This design comes from an exercise in tuning for small area, a short achievable clock period and few clock cycles on the open sky130 flow, not from production work. At most, simulation tests tie the RTL to the original design; equivalence was not proved. Power and IR drop assume default switching activity.

## mac_frame_deframer_crc32
module mac_frame_deframer_crc32 (
    input  logic        clk,
    input  logic        rst_n,
    input  logic        in_valid,
    output logic        in_ready,
    input  logic [7:0]  in_data,
    input  logic        in_eof,
    output logic        out_valid,
    input  logic        out_ready,
    output logic [1:0]  out_kind,
    output logic [7:0]  out_byte_value,
    output logic [2:0]  out_status,
    output logic [2:0]  out_message_type,
    output logic [1:0]  out_major_version,
    output logic [31:0] out_device_address,
    output logic [7:0]  out_frame_control,
    output logic [15:0] out_frame_counter,
    output logic [7:0]  out_payload_length,
    output logic        out_last_of_run
);
For scale: roughly 690 cells after synthesis, about 190 flip-flops, ~98 I/O pins, ~0.0089 sq mm of cells after synthesis.
Settings: LEC_CHECK=0, CAP_MARGIN=20, CORE_MARGIN=2, CORE_UTILIZATION=45, GPL_ROUTABILITY_DRIVEN=1, PLACE_DENSITY=0.65, SETUP_SLACK_MARGIN=2.6, SLEW_MARGIN=20; clock period 5.0 ns.
standard.sh (not shown) runs the stock make flow with config.mk's settings and CLKGATE_MAP_FILE= SYNTH_SCRIPT=/design/flow/synth_recipe.tcl, a recipe that flattens the netlist after the stock synthesis.
==> flow/flow/run.sh <==
#!/bin/bash
# The standard layout, with the smallest buffer on each port.
set -euo pipefail
export BUFFER_PORTS_ARGS="-buffer_cell sky130_fd_sc_hd__buf_1"
bash standard.sh > standard_flow.log 2>&1
The baseline ran to the end with no violations.
Next try:
--- a/flow/config.mk
+++ b/flow/config.mk
@@ -11,4 +11,4 @@
 export GPL_ROUTABILITY_DRIVEN = 1
 export PLACE_DENSITY = 0.65
-export SETUP_SLACK_MARGIN = 2.6
+export SETUP_SLACK_MARGIN = 2.9
 export SLEW_MARGIN = 20
After rerunning: The changed run completed with no timing, DRC or antenna violations; setup slack gains 0.095 ns; die area does not change; total power goes up by 6.6%; clock-buffer cell count rose by 1; core utilization goes up by 4.6 points; non-clock buffer count rose by 52.
Next try:
--- a/flow/config.mk
+++ b/flow/config.mk
@@ -6,4 +6,5 @@
 export NUM_CORES = 4
 export LEC_CHECK = 0
+export ABC_CLOCK_PERIOD_IN_PS = 2000
 export CAP_MARGIN = 20
 export CORE_MARGIN = 2
@@ -11,4 +12,3 @@
 export GPL_ROUTABILITY_DRIVEN = 1
 export PLACE_DENSITY = 0.65
-export SETUP_SLACK_MARGIN = 2.9
 export SLEW_MARGIN = 20
What happened:
- wire length falls by 6.3%
- sequential share of layout area rose by 4.6 points
- cell area drops by 9.0%
- die area is unchanged
- non-clock buffer count falls by 59
- critical path depth goes up by 6
- area after synthesis does not change
Next try:
--- a/flow/config.mk
+++ b/flow/config.mk
@@ -12,3 +12,4 @@
 export GPL_ROUTABILITY_DRIVEN = 1
 export PLACE_DENSITY = 0.65
+export SETUP_SLACK_MARGIN = 2.6
 export SLEW_MARGIN = 20
Total power goes up slightly.
Clock skew hardly moves.
Sequential power barely changes.
Maximum frequency is higher by about a fifth.
Sequential share of layout area fell by 0.57 points.
Routed wire length shrinks slightly.
Global-route usage decreases by 0.48 points.
Final area is higher slightly.
Area after synthesis does not change.
Sequential cell count is unchanged.
Worst setup slack gets better by 0.47 ns.
Function was not checked in any run of this note: the RTL went through the layout flow alone.

---

mac_frame_deframer_crc32, a different RTL version from the one above (not shown whole).
Size: ~650 cells after synthesis, ~190 flip-flops, about 98 I/O pins.
Settings: LEC_CHECK=0, CAP_MARGIN=20, CORE_MARGIN=2, CORE_UTILIZATION=60, CTS_BUF_LIST=sky130_fd_sc_hd__clkbuf_4 sky130_fd_sc_hd__clkbuf_8, GPL_ROUTABILITY_DRIVEN=1, PLACE_DENSITY=0.75, SETUP_SLACK_MARGIN=2.9, SLEW_MARGIN=20; clock period 5.0 ns.
==> flow/flow/run.sh <==
#!/bin/bash
# The standard layout, with the smallest buffer on each port and no dummy
# loads in the clock tree.
set -euo pipefail
export BUFFER_PORTS_ARGS="-buffer_cell sky130_fd_sc_hd__buf_1"
export CTS_ARGS="-sink_clustering_enable -repair_clock_nets -dont_use_dummy_load -buf_list {sky130_fd_sc_hd__clkbuf_4 sky130_fd_sc_hd__clkbuf_8}"
bash standard.sh > standard_flow.log 2>&1
Next try:
--- a/flow/config.mk
+++ b/flow/config.mk
@@ -12,4 +12,4 @@
 export GPL_ROUTABILITY_DRIVEN = 1
 export PLACE_DENSITY = 0.75
-export SETUP_SLACK_MARGIN = 2.9
+export SETUP_SLACK_MARGIN = 2.6
 export SLEW_MARGIN = 20
Worst hold slack is about the same.
Setup slack improves by 0.057 ns.
Count of clock-buffer cells in the layout is unchanged.
Cell area fell by roughly a tenth.
Non-clock buffer count fell by 45.
Sequential share of layout area rose by 5.4 points.
Total power fell by roughly a tenth.
Combinational power fell by a quarter to a third.
First-iteration DRC count rose by a few percent.
Function was not checked in any run of this note: the RTL went through the layout flow alone.

---

## job 8317
mac_frame_deframer_crc32, a different RTL version from the one above (not shown whole).
For scale: ~660 cells after synthesis, about 8500 um2 of cells after synthesis.
export LEC_CHECK = 0
export CAP_MARGIN = 20
export CORE_MARGIN = 2
export CORE_UTILIZATION = 45
export CTS_BUF_LIST = sky130_fd_sc_hd__clkbuf_4 sky130_fd_sc_hd__clkbuf_8
export GPL_ROUTABILITY_DRIVEN = 1
export PLACE_DENSITY = 0.65
export SETUP_SLACK_MARGIN = 2.6
export SLEW_MARGIN = 20
create_clock -name core_clock -period 5.0 [get_ports {clk}]
==> flow/flow/run.sh <==
#!/bin/bash
# The standard layout, with the smallest buffer on each port.
set -euo pipefail
export BUFFER_PORTS_ARGS="-buffer_cell sky130_fd_sc_hd__buf_1"
bash standard.sh > standard_flow.log 2>&1
Job 8317: all stages complete, timing, DRC and antenna checks passed
Testbench counts of job 8317, summed over its fixed seeds: cycles 71,984.
The inputs of job 5445 differ from those of job 8317 as listed below.
==> flow/flow/run.sh <==
#!/bin/bash
# The standard layout, with the smallest buffer on each port and no dummy
# loads in the clock tree.
set -euo pipefail
export BUFFER_PORTS_ARGS="-buffer_cell sky130_fd_sc_hd__buf_1"
export CTS_ARGS="-sink_clustering_enable -repair_clock_nets -dont_use_dummy_load -buf_list {sky130_fd_sc_hd__clkbuf_4 sky130_fd_sc_hd__clkbuf_8}"
bash standard.sh > standard_flow.log 2>&1
diff --git a/flow/config.mk b/flow/config.mk
--- a/flow/config.mk
+++ b/flow/config.mk
@@ -9,6 +9,6 @@
 export CORE_MARGIN = 2
-export CORE_UTILIZATION = 45
+export CORE_UTILIZATION = 60
 export CTS_BUF_LIST = sky130_fd_sc_hd__clkbuf_4 sky130_fd_sc_hd__clkbuf_8
 export GPL_ROUTABILITY_DRIVEN = 1
-export PLACE_DENSITY = 0.65
+export PLACE_DENSITY = 0.75
 export SETUP_SLACK_MARGIN = 2.6
### Flow results
Between job 8317 and job 5445, the flow reports largest vdd supply drop increasing by more than 10%. Die area | job 5445 < job 8317. The higher part of the power in the clock network came out of job 8317. The total vias in the final route was comparable across job 5445 and job 8317. Cmp job 5445 vs job 8317: worst path setup slack after routing lower in job 5445. The worst path buffer plus inverter count number comes out higher for job 5445 vs job 8317. Against job 8317 as the reference, job 5445 delivers a higher shortest period the worst path allows.

---

## main
Another version of the RTL of mac_frame_deframer_crc32 (not shown whole).
Size: roughly 690 cells after synthesis, about 98 I/O pins, ~0.0088 sq mm of cells after synthesis.
make LEC_CHECK=0 CAP_MARGIN=20 CORE_MARGIN=2 CORE_UTILIZATION=45 GPL_ROUTABILITY_DRIVEN=1 PLACE_DENSITY=0.65 SLEW_MARGIN=20 finish   # period 5.0 ns
run.sh (not shown) runs the stock make flow with config.mk's settings and CLKGATE_MAP_FILE= SYNTH_SCRIPT=/design/flow/synth_recipe.tcl, a recipe that flattens the netlist after the stock synthesis.
Stock flow here: none of the scripts above is used.
Edits applied to the flow inputs when going from main to the feature branch:
Settings: SETUP_SLACK_MARGIN newly set to 3.0.
### Flow results
- Cmp the feature branch vs main: area growth from synthesis to layout higher in the feature branch
- Delta (the feature branch minus main): overall power of the completed layout higher, routability congestion estimate now sits lower.
No functional check of the RTL was part of any run of this note.

---

Setup of JK:
Another version of the RTL of mac_frame_deframer_crc32 (not shown whole).
Size: roughly 190 flip-flops, about 98 I/O pins, roughly 0.0087 mm^2 of cells after synthesis.
clock: 5.0 ns
lec_check: 0
cap_margin: 20
core_margin: 2
core_utilization: 60
cts_buf_list: sky130_fd_sc_hd__clkbuf_4 sky130_fd_sc_hd__clkbuf_8
gpl_routability_driven: 1
gpl_timing_driven: 1
place_density: 0.75
setup_slack_margin: 2.75
slew_margin: 20
standard.sh (not shown) runs the stock make flow with config.mk's settings and CLKGATE_MAP_FILE= SYNTH_SCRIPT=/design/flow/synth_recipe.tcl, a recipe that flattens the netlist after the stock synthesis.
==> flow/flow/run.sh <==
#!/bin/bash
# The standard layout, with the smallest buffer on each port and no dummy
# loads in the clock tree.
set -euo pipefail
export BUFFER_PORTS_ARGS="-buffer_cell sky130_fd_sc_hd__buf_1"
export CTS_ARGS="-sink_clustering_enable -repair_clock_nets -dont_use_dummy_load -buf_list {sky130_fd_sc_hd__clkbuf_4 sky130_fd_sc_hd__clkbuf_8}"
bash standard.sh > standard_flow.log 2>&1
Both conditions hold for JK: the flow ran to the end and the final layout passed the timing, DRC and antenna checks.
Testbench counts of JK, summed over its fixed seeds: cycles 71,984.
diff inputs: JK => MS
--- a/flow/config.mk
+++ b/flow/config.mk
@@ -12,5 +12,4 @@
 export GPL_ROUTABILITY_DRIVEN = 1
-export GPL_TIMING_DRIVEN = 1
 export PLACE_DENSITY = 0.75
-export SETUP_SLACK_MARGIN = 2.75
+export SETUP_SLACK_MARGIN = 2.6
 export SLEW_MARGIN = 20
## What came out
From JK to MS the numbers moved as follows: register-to-register slack fell by 0.06 ns, met1 track demand over resource in global routing saw little to no change, final worst slack down 0.080 ns.
Of JK and MS, MS shows the lower vias per cell, with JK above it.
Compared to JK, the router laid down less metal wire for MS.
[compare] base=JK new=MS: total power shows a reduction of about 0.8%, combinational cell fraction of total power dropped 0.4 points.

---

mac_frame_deframer_crc32, a different RTL version from the one above (not shown whole).
Size in the first run: about 650 cells after synthesis, roughly 190 flip-flops, about 98 I/O pins, roughly 0.0086 mm² of cells after synthesis.
// mac_frame_deframer_crc32
module mac_frame_deframer_crc32 (
    input  logic        clk,
    input  logic        rst_n,
    input  logic        in_valid,
    output logic        in_ready,
    input  logic [7:0]  in_data,
    input  logic        in_eof,
    output logic        out_valid,
    input  logic        out_ready,
    output logic [1:0]  out_kind,
    output logic [7:0]  out_byte_value,
    output logic [2:0]  out_status,
    output logic [2:0]  out_message_type,
    output logic [1:0]  out_major_version,
    output logic [31:0] out_device_address,
    output logic [7:0]  out_frame_control,
    output logic [15:0] out_frame_counter,
    output logic [7:0]  out_payload_length,
    output logic        out_last_of_run
);
    localparam logic [31:0] CRC_POLY    = 32'hEDB8_8320;
    localparam logic [31:0] CRC_RESIDUE = 32'hDEBB_20E3;
    localparam logic [2:0] ST_OK = 3'd0, ST_SHORT = 3'd1, ST_MISMATCH = 3'd2,
                           ST_OVERRUN = 3'd3, ST_TOO_LONG = 3'd4;
    function automatic [31:0] crc32_byte(input [31:0] crc_in, input [7:0] data);
        integer k;
        begin
            crc32_byte = crc_in ^ {24'd0, data};
            for (k = 0; k < 8; k = k + 1)
            begin
                if (crc32_byte[0])
                    crc32_byte = (crc32_byte >> 1) ^ CRC_POLY;
                else
                    crc32_byte = crc32_byte >> 1;
            end
        end
    endfunction
    logic        rdy;                   
    logic        ov;                    
    logic        gs;                    
    logic [7:0]  g_n;                   
    logic [7:0]  dl0, dl1, dl2, dl3;    
    logic        fresh;                 
    logic        first;                 
    logic        first_n;               
    logic        hcap;                  
    logic        body;                  
    logic        rb;                    
    logic        rl;                    
    logic [7:0]  cnt;                   
    logic [31:0] crc;
    logic [7:0]  hdr0_n, hdr5_n;
    logic [31:0] hdr_addr_n;
    logic [15:0] hdr_cnt_n;
    logic [3:0]  nopt;
  ...
clock: 5.0 ns
lec_check: 0
cap_margin: 20
core_margin: 2
core_utilization: 60
cts_buf_list: sky130_fd_sc_hd__clkbuf_4 sky130_fd_sc_hd__clkbuf_8
gpl_routability_driven: 1
place_density: 0.75
setup_slack_margin: 2.6
slew_margin: 20
==> flow/flow/run.sh <==
#!/bin/bash
# The standard layout, with the smallest buffer on each port, no dummy
# loads in the clock tree and non-critical gates downsized after global route.
set -euo pipefail
export BUFFER_PORTS_ARGS="-buffer_cell sky130_fd_sc_hd__buf_1"
export CTS_ARGS="-sink_clustering_enable -repair_clock_nets -dont_use_dummy_load -buf_list {sky130_fd_sc_hd__clkbuf_4 sky130_fd_sc_hd__clkbuf_8}"
export RECOVER_POWER=100
bash standard.sh > standard_flow.log 2>&1
The baseline completed, yet does not pass: max-capacitance violations, max-slew violations.
Change:
--- a/flow/flow/run.sh
+++ b/flow/flow/run.sh
@@ -2,2 +2,2 @@
-# The standard layout, with the smallest buffer on each port, no dummy
-# loads in the clock tree and non-critical gates downsized after global route.
+# The standard layout, with the smallest buffer on each port and no dummy
+# loads in the clock tree.
@@ -7 +6,0 @@
-export RECOVER_POWER=100
Settings changed: SETUP_SLACK_MARGIN 2.6 to 2.75.
Effect: The changed run ran to the end with no violations; combinational power increases by roughly a tenth; cell area rises by a few percent; sequential share of layout area shrinks by 2.2 points; worst hold slack got worse by 0.011 ns; register-to-register slack gets better by 0.58 ns; setup slack is better by 0.66 ns; count of clock-buffer cells in the layout is unchanged; non-clock buffer count increases by 5; power is higher by a few percent; maximum frequency came out higher by a quarter to a third; via count hardly moves.
Change:
Settings changed: SETUP_SLACK_MARGIN 2.75 to 2.6.
After rerunning:
- The changed run finished clean
- cell count went down slightly
- global-route usage barely changes
- wire length hardly moves
No functional check of the RTL was part of any run of this note.

---

Another version of the RTL of mac_frame_deframer_crc32 (not shown whole).
For scale: ~650 cells after synthesis, about 190 flip-flops, roughly 98 I/O pins, ~0.0085 mm2 of cells after synthesis.
==> flow/config.mk <==
export PLATFORM = sky130hd
export DESIGN_NAME = mac_frame_deframer_crc32
export DESIGN_NICKNAME = mac_frame_deframer_crc32
export VERILOG_FILES = /design/flow/design.v
export SDC_FILE = /design/flow/constraint.sdc
export NUM_CORES = 4
export LEC_CHECK = 0
export CAP_MARGIN = 20
export CORE_MARGIN = 2
export CORE_UTILIZATION = 60
export CTS_BUF_LIST = sky130_fd_sc_hd__clkbuf_4 sky130_fd_sc_hd__clkbuf_8
export GPL_ROUTABILITY_DRIVEN = 1
export PLACE_DENSITY = 0.75
export SETUP_SLACK_MARGIN = 2.8
export SLEW_MARGIN = 20
==> flow/constraint.sdc <==
create_clock -name core_clock -period 5.0 [get_ports {clk}]
set_input_delay 1.0000 -clock core_clock [delete_from_list [all_inputs] [get_ports {clk}]]
set_output_delay 1.0000 -clock core_clock [all_outputs]
set_load 0.01 [all_outputs]
==> flow/flow/run.sh <==
#!/bin/bash
# The standard layout, with the smallest buffer on each port and no dummy
# loads in the clock tree.
set -euo pipefail
export BUFFER_PORTS_ARGS="-buffer_cell sky130_fd_sc_hd__buf_1"
export CTS_ARGS="-sink_clustering_enable -repair_clock_nets -dont_use_dummy_load -buf_list {sky130_fd_sc_hd__clkbuf_4 sky130_fd_sc_hd__clkbuf_8}"
bash standard.sh > standard_flow.log 2>&1
The first run passed the timing, DRC and antenna checks.
Next try:
- SETUP_SLACK_MARGIN: 2.8 -> 2.75
Effect:
- The changed run produced a clean layout
- via count came out lower by 1.5%
- wire length came out lower by about 1%
- critical path depth came out lower by 3
Function was not checked in any run of this note: the RTL went through the layout flow alone.

---

Setup of alpha:
mac_frame_deframer_crc32, a different RTL version from the one above (not shown whole).
Size: roughly 190 flip-flops, roughly 98 I/O pins, roughly 0.0085 mm2 of cells after synthesis.
clock: 5.0 ns
lec_check: 0
cap_margin: 20
core_margin: 2
core_utilization: 60
cts_buf_list: sky130_fd_sc_hd__clkbuf_4 sky130_fd_sc_hd__clkbuf_8
gpl_routability_driven: 1
place_density: 0.75
setup_slack_margin: 2.8
slew_margin: 20
Scripts as last shown in full above: flow/flow/run.sh
alpha finished all stages; the layout is clean.
### alpha -> beta
--- a/flow/config.mk
+++ b/flow/config.mk
@@ -14 +14 @@
-export SETUP_SLACK_MARGIN = 2.8
+export SETUP_SLACK_MARGIN = 2.85
==> results.txt <==
- beta -> alpha: post-synthesis cell area delta 0, exact match
- In the final design statistics, beta uses more standard cells in total than alpha.
- beta reports its end point of the critical path as s_plen[7] while alpha reports cnt[5].
- Setup WNS alpha -> beta: worse
Function was not checked in any run of this note: the RTL went through the layout flow alone.

[what the ideal ports hide]
In the flow no input, the clock included, has a driving cell. The finished layouts below were timed again as built, in two steps. Step 1: set_driving_cell puts a clkbuf_16 on clk and a buf_2 on each other input, an assumption about the parent block. Step 2 moves the port delays by t, midway between the first and last clock arrival at a register: inputs arrive t later, outputs are due t later. That takes back most of the time a late clock gives input paths. Slacks: no drivers / after step 1 / after step 2; pairs: no drivers / after step 1.
| run | t (ns) | setup slack, ns | worst setup path at the end |
|---|---|---|---|
| the first run of note 1 | 0.472 | 2.637 / 2.637 / 2.322 | input to register |
| the second run of note 1 | 0.468 | 2.732 / 2.690 / 2.502 | input to register |
| the third run of note 1 | 0.472 | 2.171 / 2.186 / 1.714 | input to register |
| the fourth run of note 1 | 0.472 | 2.637 / 2.637 / 2.322 | input to register |
| the first run of note 2 | 0.479 | 2.565 / 2.565 / 2.565 | register to register |
| the second run of note 2 | 0.474 | 2.622 / 2.622 / 2.260 | input to register |
| job 8317 | 0.485 | 2.662 / 2.624 / 2.221 | input to register |
| job 5445 | 0.480 | 2.642 / 2.607 / 2.275 | input to register |
| main | 0.472 | 1.939 / 1.960 / 1.488 | input to register |
| the feature branch | 0.480 | 2.706 / 2.706 / 2.363 | input to register |
| JK | 0.483 | 2.785 / 2.746 / 2.439 | input to register |
| MS | 0.484 | 2.705 / 2.668 / 2.316 | input to register |
| the first run of note 6 | 0.490 | 1.985 / 1.991 / 1.501 | input to register |
| the second run of note 6 | 0.497 | 2.648 / 2.648 / 2.353 | input to register |
| the third run of note 6 | 0.489 | 2.657 / 2.646 / 2.490 | input to register |
| the first run of note 7 | 0.482 | 2.779 / 2.779 / 2.428 | input to register |
| the second run of note 7 | 0.484 | 2.719 / 2.687 / 2.371 | input to register |
| alpha | 0.486 | 2.805 / 2.806 / 2.331 | input to register |
| beta | 0.491 | 2.743 / 2.743 / 2.480 | input to register |
The setup slack of the first run of note 6, which loses most, moves by +0.006 ns with the drivers and by -0.484 ns with both steps.
